From an optimization exercise on the open Yosys and OpenROAD flow, aimed at small area; shortcuts taken in it are not production practice. Only simulation tests tie the RTL to the original design; equivalence was not proved.

== the baseline ==
==> flow/design.v <==
package arf_pkg;
   localparam int DATA_WIDTH = 32;
   localparam int REG_COUNT = 32;
   typedef logic [$clog2(REG_COUNT)-1:0] reg_idx_t;
   typedef logic [DATA_WIDTH-1:0] data_t;
endpackage
package rename_pkg;
   localparam int TAG_WIDTH = 6;    
   localparam int SPEC_DEPTH = 5;   
   typedef logic [TAG_WIDTH-1:0] rename_tag_t;
   typedef struct packed {
      logic busy;
      rename_tag_t tag;
   } rename_entry_t;
endpackage
`timescale 1ns/10ps
module arch_regfile
(
   input  logic                              clk,
   input  logic [arf_pkg::REG_COUNT-1:0]     rsel1,    
   input  logic [arf_pkg::REG_COUNT-1:0]     rsel2,    
   output arf_pkg::data_t                    rdata1,
   output arf_pkg::data_t                    rdata2,
   input  logic [arf_pkg::REG_COUNT-1:0]     wsel,     
   input  arf_pkg::data_t                    wdata
);
   localparam int NREG = arf_pkg::REG_COUNT;
   arf_pkg::data_t mem [1:NREG-1];
   always_ff @(posedge clk) begin
      for (int r = 1; r < NREG; r++) begin
         if (wsel[r]) mem[r] <= wdata;
      end
   end
   always_comb begin
      rdata1 = '0;
      rdata2 = '0;
      for (int r = 1; r < NREG; r++) begin
         rdata1 = rdata1 | ({arf_pkg::DATA_WIDTH{rsel1[r]}} & mem[r]);
         rdata2 = rdata2 | ({arf_pkg::DATA_WIDTH{rsel2[r]}} & mem[r]);
      end
   end
endmodule
`timescale 1ns/10ps
module rename_update
#(
   parameter int NUM_SPEC = rename_pkg::SPEC_DEPTH
)
(
   input  logic                              disp_we,
   input  arf_pkg::reg_idx_t                 disp_reg,
   input  logic [NUM_SPEC-1:0]               disp_freeze,
   input  logic                              com_we,
   input  arf_pkg::reg_idx_t                 com_reg,
   input  rename_pkg::rename_tag_t           com_tag,
   input  rename_pkg::rename_tag_t [NUM_SPEC:0] com_tags_at_reg,
   output logic [NUM_SPEC:0]                 set_en,
   output logic [NUM_SPEC:0]                 clear_en
);
   logic same_reg;
   assign set_en = disp_we ? {~disp_freeze, 1'b1} : '0;
   assign same_reg = (disp_reg == com_reg);
   always_comb begin
      for (int i = 0; i <= NUM_SPEC; i++) begin
         clear_en[i] = com_we
                       && (com_tags_at_reg[i] == com_tag)
                       && !(set_en[i] && same_reg);
      end
   end
endmodule
`timescale 1ns/10ps
module rename_checkpoints
#(
   parameter int NUM_SPEC = rename_pkg::SPEC_DEPTH
)
(
   input  logic                              clk,
   input  logic                              reset,
   input  logic [arf_pkg::REG_COUNT-1:0]     rsel1,      
   input  logic [arf_pkg::REG_COUNT-1:0]     rsel2,      
   input  logic [arf_pkg::REG_COUNT-1:0]     dsel,       
   input  logic [arf_pkg::REG_COUNT-1:0]     csel,       
   output rename_pkg::rename_entry_t         rs1_entry,
   output rename_pkg::rename_entry_t         rs2_entry,
   input  rename_pkg::rename_tag_t           disp_tag,
   output rename_pkg::rename_tag_t [NUM_SPEC:0] com_tags_at_reg,
   input  logic [NUM_SPEC:0]                 set_en,
   input  logic [NUM_SPEC:0]                 clear_en,
   input  logic                              br_success,
   input  logic                              br_miss,
   input  logic [NUM_SPEC-1:0]               br_spectag
);
   localparam int NREG = arf_pkg::REG_COUNT;
   localparam int TW = rename_pkg::TAG_WIDTH;
   logic [NUM_SPEC:0][NREG-1:0]         busy_q;
   logic [NUM_SPEC:0][NREG-1:0][TW-1:0] tag_q;
   logic [NUM_SPEC-1:0] pick;
   always_comb begin
      pick = '0;
      for (int k = 0; k < NUM_SPEC; k++) begin
         if (br_spectag[k]) pick = NUM_SPEC'(1) << k;
      end
   end
   logic hit, normal, succ, miss;
   assign hit    = |br_spectag;
   assign succ   = !reset && br_success;
   assign miss   = !reset && !br_success && br_miss && hit;
   assign normal = !reset && !br_success && !br_miss;
   logic [NUM_SPEC-1:0] miss_k;
   assign miss_k = miss ? pick : '0;
   logic [NUM_SPEC:0] ld;
   always_comb begin
      ld[0] = reset || miss;
      for (int k = 0; k < NUM_SPEC; k++) begin
         ld[k+1] = reset || miss || (br_success && pick[k]);
      end
   end
   logic [NREG-1:0][TW-1:0] x_tag;
   logic [NREG-1:0]         x_busy;
   always_comb begin
      for (int r = 0; r < NREG; r++) begin
         x_tag[r]  = ({TW{normal}} & disp_tag) | ({TW{succ}} & tag_q[0][r]);
         x_busy[r] = succ && busy_q[0][r] && !(clear_en[0] && csel[r]);
         for (int k = 0; k < NUM_SPEC; k++) begin
            x_tag[r]  = x_tag[r]  | ({TW{miss_k[k]}} & tag_q[k+1][r]);
            x_busy[r] = x_busy[r] | (miss_k[k] && busy_q[k+1][r]);
         end
      end
   end
   logic [NUM_SPEC:0][NREG-1:0] w, c;
   always_comb begin
      for (int i = 0; i <= NUM_SPEC; i++) begin
         for (int r = 0; r < NREG; r++) begin
            w[i][r] = normal && set_en[i] && dsel[r];
            c[i][r] = !reset && !(br_miss && !br_success) && clear_en[i] && csel[r];
         end
      end
   end
   always_ff @(posedge clk) begin
      for (int i = 0; i <= NUM_SPEC; i++) begin
         for (int r = 0; r < NREG; r++) begin
            if (ld[i] || w[i][r]) tag_q[i][r] <= x_tag[r];
            if (ld[i] || w[i][r] || c[i][r]) busy_q[i][r] <= (ld[i] && x_busy[r]) || w[i][r];
         end
      end
   end
   always_comb begin
      for (int i = 0; i <= NUM_SPEC; i++) begin
         com_tags_at_reg[i] = '0;
         for (int r = 0; r < NREG; r++) begin
            com_tags_at_reg[i] = com_tags_at_reg[i] | ({TW{csel[r]}} & tag_q[i][r]);
         end
      end
   end
   always_comb begin
      rs1_entry = '0;
      rs2_entry = '0;
      for (int r = 0; r < NREG; r++) begin
         rs1_entry = rs1_entry | ({(TW+1){rsel1[r]}} & {busy_q[0][r], tag_q[0][r]});
         rs2_entry = rs2_entry | ({(TW+1){rsel2[r]}} & {busy_q[0][r], tag_q[0][r]});
      end
   end
endmodule
`timescale 1ns/10ps
module arf_top
#(
   parameter int NUM_SPEC = rename_pkg::SPEC_DEPTH
)
(
   input  logic                clk,
   input  logic                reset,
   input  arf_pkg::reg_idx_t            rs1,
   input  arf_pkg::reg_idx_t            rs2,
   output arf_pkg::data_t               rs1_data,
   output arf_pkg::data_t               rs2_data,
   output rename_pkg::rename_tag_t         rs1_tag,
   output rename_pkg::rename_tag_t         rs2_tag,
   output logic                rs1_busy,
   output logic                rs2_busy,
   input  logic                disp_we,
   input  arf_pkg::reg_idx_t            disp_reg,
   input  rename_pkg::rename_tag_t         disp_tag,
   input  logic [NUM_SPEC-1:0] disp_freeze,
   input  logic                com_we,
   input  arf_pkg::reg_idx_t            com_reg,
   input  arf_pkg::data_t               com_data,
   input  rename_pkg::rename_tag_t         com_tag,
   input  logic                br_success,
   input  logic                br_miss,
   input  logic [NUM_SPEC-1:0] br_spectag
);
   localparam int NREG = arf_pkg::REG_COUNT;
   rename_pkg::rename_entry_t            rs1_entry;
   rename_pkg::rename_entry_t            rs2_entry;
   rename_pkg::rename_tag_t [NUM_SPEC:0] com_tags_at_reg;
   logic [NUM_SPEC:0]        set_en;
   logic [NUM_SPEC:0]        clear_en;
   logic [NREG-1:0] rsel1, rsel2, dsel, csel, wsel;
   always_comb begin
      for (int r = 0; r < NREG; r++) begin
         rsel1[r] = (rs1 == r);
         rsel2[r] = (rs2 == r);
         dsel[r]  = (disp_reg == r);
         csel[r]  = (com_reg == r);
         wsel[r]  = com_we && !reset && (com_reg == r) && (r != 0);
      end
   end
   arch_regfile regfile (
      .clk    (clk),
      .rsel1  (rsel1),
      .rsel2  (rsel2),
      .rdata1 (rs1_data),
      .rdata2 (rs2_data),
      .wsel   (wsel),
      .wdata  (com_data)
   );
   rename_update #(.NUM_SPEC(NUM_SPEC)) update (
      .disp_we         (disp_we),
      .disp_reg        (disp_reg),
      .disp_freeze     (disp_freeze),
      .com_we          (com_we),
      .com_reg         (com_reg),
      .com_tag         (com_tag),
      .com_tags_at_reg (com_tags_at_reg),
      .set_en          (set_en),
      .clear_en        (clear_en)
   );
   rename_checkpoints #(.NUM_SPEC(NUM_SPEC)) rt (
      .clk             (clk),
      .reset           (reset),
      .rsel1           (rsel1),
      .rsel2           (rsel2),
      .dsel            (dsel),
      .csel            (csel),
      .rs1_entry       (rs1_entry),
      .rs2_entry       (rs2_entry),
      .disp_tag        (disp_tag),
      .com_tags_at_reg (com_tags_at_reg),
      .set_en          (set_en),
      .clear_en        (clear_en),
      .br_success      (br_success),
      .br_miss         (br_miss),
      .br_spectag      (br_spectag)
   );
   assign rs1_tag  = rs1_entry.tag;
   assign rs1_busy = rs1_entry.busy;
   assign rs2_tag  = rs2_entry.tag;
   assign rs2_busy = rs2_entry.busy;
endmodule
==> flow/config.mk <==
export PLATFORM = sky130hd
export DESIGN_NAME = arf_top
export DESIGN_NICKNAME = arf_top
export VERILOG_FILES = /design/flow/design.v
export SDC_FILE = /design/flow/constraint.sdc
export NUM_CORES = 4
export LEC_CHECK = 0
export CAP_MARGIN = 40
export CORE_MARGIN = 2
export CORE_UTILIZATION = 30
export SLEW_MARGIN = 50
==> flow/constraint.sdc <==
create_clock -name core_clock -period 6.5 [get_ports {clk}]
set_input_delay 1.3000 -clock core_clock [delete_from_list [all_inputs] [get_ports {clk}]]
set_output_delay 1.3000 -clock core_clock [all_outputs]
set_load 0.01 [all_outputs]
run.sh (not shown) runs the stock make flow with config.mk's settings and CLKGATE_MAP_FILE= SYNTH_SCRIPT=/design/flow/synth_recipe.tcl, a recipe that flattens the netlist after the stock synthesis.
The baseline finished all stages; the layout is clean.
## Diff of input files: the candidate against the baseline
# the baseline
export LEC_CHECK = 0
export CAP_MARGIN = 40
export CORE_MARGIN = 2
export CORE_UTILIZATION = 30
export SLEW_MARGIN = 50
create_clock -name core_clock -period 6.5 [get_ports {clk}]
# the candidate
export LEC_CHECK = 0
export CAP_MARGIN = 20
export CORE_MARGIN = 2
export CORE_UTILIZATION = 55
export CTS_BUF_LIST = sky130_fd_sc_hd__clkbuf_4
export GPL_TIMING_DRIVEN = 0
export SLEW_MARGIN = 20
create_clock -name core_clock -period 6.5 [get_ports {clk}]
==> summary.txt <==
- On initial core utilization: between the baseline and the candidate, it ends up lower for the baseline.
- Compared with the baseline, in the candidate die outline width moved down, maximum level of the CTS H-tree moved up.
- The candidate did not make it past 5_1_grt, where a tool error ended it.
- The baseline -> the candidate: synthesized cell count delta 0, exact match
- The candidate vs the baseline — number of buffers created by CTS rose about 110%.
- Number of buffers on the longest clock path came out exactly the same in the baseline and the candidate.
- Compared with the baseline, in the candidate y dimension of the die decreased 150 um; count of placed standard cells including taps decreased about 20%; post-synthesis share of cell area spent on xor and xnor gates essentially unchanged; number of cell rows decreased 56.

separate check: timing with driven ports:
The results above use ideal ports. As a check the final layout listed here was re-extracted and re-timed, cells and wires unchanged. Step 1 assumes that a clkbuf_16 drives the clock port and a buf_2 every other input. Step 2, shift: input delay + t, output delay - t, t = (earliest + latest rising clock arrival at the registers) / 2. This alone moves slack from input paths to output paths. Three values: no drivers, after step 1, after step 2; two values: the first two.
run: the baseline
t, ns: 1.063
setup WS [ns]: 0.089 / 0.057 / -0.403
slew at the worst register clock pin (ns): 0.08 / 0.08
With both steps, setup timing fails in the baseline, where it was met with ideal ports. For the baseline, drivers alone change the setup slack by -0.032 ns; drivers and shift together by -0.492 ns.
